Context: an optimization exercise on an open-source flow, tuned for small area and few clock cycles per item. The choices shown serve that exercise and are no tape-out recipe.
The RTL was checked by simulation tests, not by an equivalence proof against the original design.
No activity file was given, so power comes from the tool's default toggle rates.

### flow/config.mk
export PLATFORM = sky130hd
export DESIGN_NAME = double_ended_queue
export DESIGN_NICKNAME = double_ended_queue
export VERILOG_FILES = /design/flow/design.v
export SDC_FILE = /design/flow/constraint.sdc
export NUM_CORES = 4
export LEC_CHECK = 0
export ABC_AREA = 1
export CAP_MARGIN = 20
export CORE_MARGIN = 2
export CORE_UTILIZATION = 45
export SLEW_MARGIN = 20
### flow/run.sh
#!/bin/bash
# synth_recipe.tcl (not shown) runs the flow's synth.tcl, then flattens the netlist and writes it again
# the make line also repeats each setting of config.mk as NAME=value (left out here)
make -C /OpenROAD-flow-scripts/flow DESIGN_CONFIG=/design/flow/config.mk WORK_HOME=/design/flow/orfs CLKGATE_MAP_FILE= SYNTH_SCRIPT=/design/flow/synth_recipe.tcl finish
### flow/design.v
`default_nettype none
package deq_pkg;
   localparam int WORD_W   = 64;
   localparam int FUNC_W   = 3;
   localparam int STATUS_W = 2;
   typedef enum logic [FUNC_W-1:0] {
      FUNC_PUSH_BACK  = 3'd0,
      FUNC_PUSH_FRONT = 3'd1,
      FUNC_POP_FRONT  = 3'd2,
      FUNC_POP_BACK   = 3'd3,
      FUNC_REVERSE    = 3'd4,
      FUNC_QUERY      = 3'd5
   } func_type;
   typedef enum logic [STATUS_W-1:0] {
      STATUS_OK    = 2'd0,
      STATUS_EMPTY = 2'd1,
      STATUS_FULL  = 2'd2
   } status_type;
endpackage : deq_pkg
`default_nettype wire
`default_nettype none
import deq_pkg::*;
module double_ended_queue
#(
   parameter int DEPTH = 16
) (
   input  wire                          clock,
   input  wire                          reset,
   input  wire                          start,
   output logic                         busy,
   input  wire  [FUNC_W-1:0]            req_func,
   input  wire  [WORD_W-1:0]            req_value,
   output logic                         rsp_valid,
   output logic [STATUS_W-1:0]          rsp_status,
   output logic [WORD_W-1:0]            rsp_front_value,
   output logic [WORD_W-1:0]            rsp_back_value,
   output logic [$clog2(DEPTH+1)-1:0]   rsp_count,
   output logic                         rsp_is_empty
);
   localparam int IDX_W = $clog2(DEPTH);
   localparam int CNT_W = $clog2(DEPTH + 1);
   function automatic logic [IDX_W-1:0] ring_step(input logic [IDX_W-1:0] i,
                                                  input logic up);
      if (up) ring_step = (i == IDX_W'(DEPTH - 1)) ? '0 : IDX_W'(i + 1'b1);
      else    ring_step = (i == '0) ? IDX_W'(DEPTH - 1) : IDX_W'(i - 1'b1);
   endfunction
   logic [IDX_W-1:0]     fp_ff, fp_in;      
   logic [IDX_W-1:0]     bp_ff, bp_in;      
   logic [CNT_W-1:0]     count_ff, count_in;
   logic                 rev_ff, rev_in;    
   logic                 nempty_ff;         
   logic [WORD_W-1:0]    ring_mem [DEPTH];
   logic                 wr_en;
   logic [IDX_W-1:0]     wr_addr;
   logic                 rsp_valid_ff;
   deq_pkg::status_type  status_ff, status_in;
   logic                 take;
   logic                 is_empty;
   logic                 is_full;
   logic [IDX_W-1:0]     f_out, f_inw, b_out, b_inw;
   assign busy = 1'b0;
   assign take = start & ~reset;
   assign is_empty = ~nempty_ff;
   assign is_full  = (count_ff == CNT_W'(DEPTH));
   assign f_out    = ring_step(fp_ff,  rev_ff);
   assign f_inw    = ring_step(fp_ff, ~rev_ff);
   assign b_out    = ring_step(bp_ff, ~rev_ff);
   assign b_inw    = ring_step(bp_ff,  rev_ff);
   always_comb begin
      fp_in     = fp_ff;
      bp_in     = bp_ff;
      count_in  = count_ff;
      rev_in    = rev_ff;
      status_in = STATUS_OK;
      wr_en     = 1'b0;
      wr_addr   = req_func[0] ? f_out : b_out;
      case (req_func)
         FUNC_PUSH_BACK, FUNC_PUSH_FRONT: begin
            if (is_full) begin
               status_in = STATUS_FULL;
            end else begin
               wr_en    = 1'b1;
               count_in = CNT_W'(count_ff + 1'b1);
               if (req_func[0]) fp_in = f_out;
               else             bp_in = b_out;
            end
         end
         FUNC_POP_FRONT, FUNC_POP_BACK: begin
            if (is_empty) begin
               status_in = STATUS_EMPTY;
            end else begin
               count_in = CNT_W'(count_ff - 1'b1);
               if (req_func[0]) bp_in = b_inw;
               else             fp_in = f_inw;
            end
         end
         FUNC_REVERSE: begin
            if (is_empty) begin
               status_in = STATUS_EMPTY;
            end else begin
               rev_in = ~rev_ff;
               fp_in  = bp_ff;
               bp_in  = fp_ff;
            end
         end
         default: begin
         end
      endcase
   end
   always_ff @(posedge clock) begin
      if (reset) begin
         fp_ff        <= '0;
         bp_ff        <= IDX_W'(DEPTH - 1);
         count_ff     <= '0;
         nempty_ff    <= 1'b0;
         rev_ff       <= 1'b0;
         rsp_valid_ff <= 1'b0;
      end else begin
         rsp_valid_ff <= take;
         if (take) begin
            fp_ff     <= fp_in;
            bp_ff     <= bp_in;
            count_ff  <= count_in;
            nempty_ff <= (count_in != '0);
            rev_ff    <= rev_in;
         end
      end
      if (take) status_ff <= status_in;
   end
   always_ff @(posedge clock) begin
      if (take && wr_en) ring_mem[wr_addr] <= req_value;
   end
   logic [DEPTH-1:0]     f_sel, b_sel;
   logic [WORD_W-1:0]    f_and [DEPTH];
   logic [WORD_W-1:0]    b_and [DEPTH];
   always_comb begin
      for (int i = 0; i < DEPTH; i++) begin
         f_sel[i] = nempty_ff & (fp_ff == IDX_W'(i));
         b_sel[i] = nempty_ff & (bp_ff == IDX_W'(i));
         f_and[i] = {WORD_W{f_sel[i]}} & ring_mem[i];
         b_and[i] = {WORD_W{b_sel[i]}} & ring_mem[i];
      end
   end
   assign rsp_front_value = ((f_and[0]  | f_and[1])  | (f_and[2]  | f_and[3]))
                          | ((f_and[4]  | f_and[5])  | (f_and[6]  | f_and[7]))
                          | ((f_and[8]  | f_and[9])  | (f_and[10] | f_and[11]))
                          | ((f_and[12] | f_and[13]) | (f_and[14] | f_and[15]));
   assign rsp_back_value  = ((b_and[0]  | b_and[1])  | (b_and[2]  | b_and[3]))
                          | ((b_and[4]  | b_and[5])  | (b_and[6]  | b_and[7]))
                          | ((b_and[8]  | b_and[9])  | (b_and[10] | b_and[11]))
                          | ((b_and[12] | b_and[13]) | (b_and[14] | b_and[15]));
   assign rsp_valid    = rsp_valid_ff;
   assign rsp_status   = status_ff;
   assign rsp_count    = count_ff;
   assign rsp_is_empty = is_empty;
endmodule
`default_nettype wire
### flow/constraint.sdc
create_clock -name core_clock -period 5.0 [get_ports {clock}]
set_input_delay 1.0000 -clock core_clock [delete_from_list [all_inputs] [get_ports {clock}]]
set_output_delay 1.0000 -clock core_clock [all_outputs]
set_load 0.01 [all_outputs]
==> flow_metrics.py <==
metrics = {
    "outcome": {
        "status": "no timing/DRC/antenna violations",
    },
    "critical_path": {
        "crit_path_start_kind": "register",
        "crit_path_end_kind": "output port",
        "crit_fanout": 13,
        "ff2ff_setup_slack_ps": 1530,
        "rr_worst_depth": 7,
        "path_class": "register to output port",
        "required_ps": 4000,
        "r2r_start": "rev_ff",
        "cp.arrival_ps": 3920,
        "regToRegEndpoint": "ring_mem[7][58]",
    },
    "global_route": {
        "gr-usage-all-layers_pct": 33.28,
        "grt_pass1_wl_um": 251600,
        "grt_max_degree": 56,
        "grt.overflow.total": 0,
        "grt_pass1_vias": 35323,
        "antenna_found_initial": 10,
    },
    "sta": {
        "setup_ws_ps": 75.92,
        "slew_headroom_pct": 22.69,
        "drv_slew": 0,
        "finClkSkew_ps": 29.07,
        "finalSetupTns_ps": 0,
        "rsz0062_at_grt": "false",
        "setup_viol": 0,
        "timing.fmax_ghz": 0.2031,
        "min_period_ps": 4924,
        "timing.final.crit_share_pct": 98.48,
        "fin_hold_ws_ps": 640.3,
        "tightest_slew_ps": 1157,
        "finalHoldViolCount": 0,
    },
    "logic_synthesis": {
        "synth_cells": 4439,
        "yosysWarnings": 3,
        "syn-num-nets": 4521,
        "synth.top_cell.area_share_pct": 66.51,
        "synth_enable_flop_cells": 1026,
        "synth_top_area_cell": "edfxtp_1",
        "seq_area_frac_synth_pct": 67.21,
        "yosysMostFrequentCell": "nand2_1",
        "synth.area.top_cells": "edfxtp_1 (67%), nand2_1 (13%), nand4_1 (3.1%), inv_1 (2.6%), nor2_1 (2.2%)",
        "synth_cell_types": 32,
        "syn_area_sq_mm": 0.04632,
        "synth_commonest_cells": "nand2_1 (1626), edfxtp_1 (1026), inv_1 (326), nor2_1 (271), nand4_1 (233)",
        "yosys_most_used_dff": "edfxtp_1",
        "async_flop_share_pct": 0,
        "ys_seq_elements": 1042,
        "syn_area_per_cell_sq_um": 10.43,
    },
    "placed_design": {
        "gp_congestion": 0.8984,
        "numPortBuffers": 206,
        "dp_cells": 5942,
        "dp_slack_ps": 742.3,
        "hpwl_um": 100900,
    },
    "die": {
        "initial_core_util_pct": 45.46,
        "ioPinCount": 208,
        "dieHeight_um": 324.8,
        "core-area_sq_mm": 0.1019,
        "die_x_um": 324.8,
        "die_area_sq_mm": 0.1055,
        "num_rows": 117,
    },
    "pwr": {
        "power_density_mw_per_mm2": 349.3,
        "p_leak_nw": 19.46,
        "irDropWorstVdd_mv": 0.2638,
    },
    "detailed_routing": {
        "vias": 38150,
        "drt-initial-drc-count": 6189,
        "wl_per_cell_um": 29.37,
        "drtAntennaViolNets": 0,
        "wirelength_um": 180600,
        "drc_errors": 0,
        "vias_per_cell": 6.204,
        "drt_pass1_iterations": 10,
    },
    "finish": {
        "area_delta_synth_final_pct": 17.96,
        "stdcell_count": 6149,
        "post-route-util_pct": 53.63,
        "nets": 4770,
        "drive_above_1_share_pct": 7.766,
    },
    "clock_tree": {
        "cts.sinks": 1042,
        "cts.path.max_buffers": 3,
        "cts-root-buf": "clkbuf_16",
        "htreeDepth": 3,
        "cts.clk_slew.worst_paths_ps": 60,
        "numCtsBuffers": 109,
        "clock_latency_ps": 710,
        "cts_tree": "yes",
    },
    "job": {
        "max_cap_violations": 0,
    },
    "worst_hold_path": {
        "min_path_cells": 2,
        "min_to": "bp_ff[0]",
        "hp-class": "register to register",
        "hold_start": "bp_ff[0]",
    },
}
-- final cells by class --
cell class / instances / area (sq um)
Fill cell: 8916 / 47250
Sequential cell: 1042 / 31130
Multi-Input combinational cell: 2846 / 13330
Timing Repair Buffer: 340 / 3631
Clock buffer: 130 / 2828
Tap cell: 1368 / 1712
Inverter: 349 / 1319
Clock inverter: 70 / 683.2
Antenna cell: 4 / 10.01
-- per-layer routing --
layer  vias up  wire length (um)  GRT usage [%]
met5         -                67              0
met1     18402             67850          45.29
met3       646             24610          8.567
met2      3081             78530          50.20
li1      16011                 -              -
met4        10              9546          15.26
-- critical path: stages (launching register included) --
cell and delay, ps:
dfxtp_1 390, inv_1 170, ha_1 230, nand2_2 180, nor2_4 600, inv_2 470
o21ai_0 330, nor2_1 80, nand4_1 190, clkdlybuf4s50_1 580
-- metrics by stage --
step / power [mW] / cell area [sq um]
floorplan: 10.34 / 46330
global placement: 11.13 / 51070
detailed placement: 11.13 / 51070
CTS: 19.10 / 54580
global route: 19.51 / 54630
finish: 19.09 / 54640
-- worst max-delay path by stage --
stage                  start                  to  slack [ps]  cells past startpoint
global placement    bp_ff[0]  rsp_back_value[54]         800                     12
CTS                 bp_ff[0]  rsp_back_value[37]          80                     10
detailed placement  bp_ff[0]  rsp_back_value[40]         740                     12
finish              fp_ff[0]  rsp_front_value[8]          80                      9
global route        fp_ff[0]  rsp_front_value[8]          30                      9
floorplan              reset      ring_mem[2][0]        -170                      8
-- sequential cells by signal, summed over array words and instances, names as in the netlist --
| name | cells |
|---|---|
| rsp_valid_ff | 1 |
| ring_mem | 1024 |
| count_ff | 5 |
| bp_ff | 4 |
| rev_ff | 1 |
| status_ff | 2 |
| nempty_ff | 1 |
| fp_ff | 4 |
-- placed cells by master (no fill, tap or decap), drive strengths merged, types with 57 or more instances in the layout --
cell type and n:
nor2 281, nand4 233, o2111ai 57, buf 134
inv 351, nand2 1630, clkdlybuf4s50 206, edfxtp 1026
o21ai 156, o22ai 141, nor3 83, clkbuf 130
nand3 116
-- cells by family after synthesis --
group	after synthesis	share of synthesized area, %
adder cells (fa/ha/maj)	12	0.3241
other	1	0.008096
buffers and inverters	551	4.697
AND/OR/NAND/NOR	2344	20.87
AO/OA/AOI/OAI	482	6.761
XOR/XNOR	7	0.1324
flip-flops	1042	67.21
-- where the power goes --
group	total [mW]	internal [mW]	switching, mW
combinational	1.30	0.468	0.833
sequential	9.67	9.63	0.0333
clock	8.12	4.64	3.47
total	19.1	14.7	4.34
-- timing repair --
action / CTS / global route
pin swaps: 0 / 1
gates cloned: 0 / 0
setup endpoints to repair: 3 / 10
buffers inserted: 0 / 3
hold buffers: 0 / 0
resized for setup: 1 / 6
Testbench counts, summed over its fixed seeds: cycles 24,000, items 24,000.

## static timing again, ports no longer ideal
No port has a modelled driver above. Below, the same layout with a new extraction and two added sets of constraints.
Step 1 (the two cells are an assumption about what drives the block):
set clk [get_ports {clock}]
set_driving_cell -lib_cell sky130_fd_sc_hd__clkbuf_16 $clk
set_driving_cell -lib_cell sky130_fd_sc_hd__buf_2 [delete_from_list [all_inputs] $clk]
Step 2 adds t to the input delays and takes it off the output delays; t is the mean of the earliest and latest rising clock arrival at the registers after step 1. Input paths then give back, and output paths get back, about the clock's delay inside the block.
Slacks: ideal ports / drivers / drivers and shift; pairs: ideal ports / drivers.
t (ns): 0.776
setup slack, ns: 0.076 / 0.000 / 0.672
latest minus earliest clock arrival (ns): 0.033 / 0.034
worst slew at a driven data input, ns: 0.15
cell pins on the clock port's net: 1
After both steps setup and hold are still met in this run. The setup slack of this run moves by -0.076 ns with the drivers and by +0.596 ns with both steps.
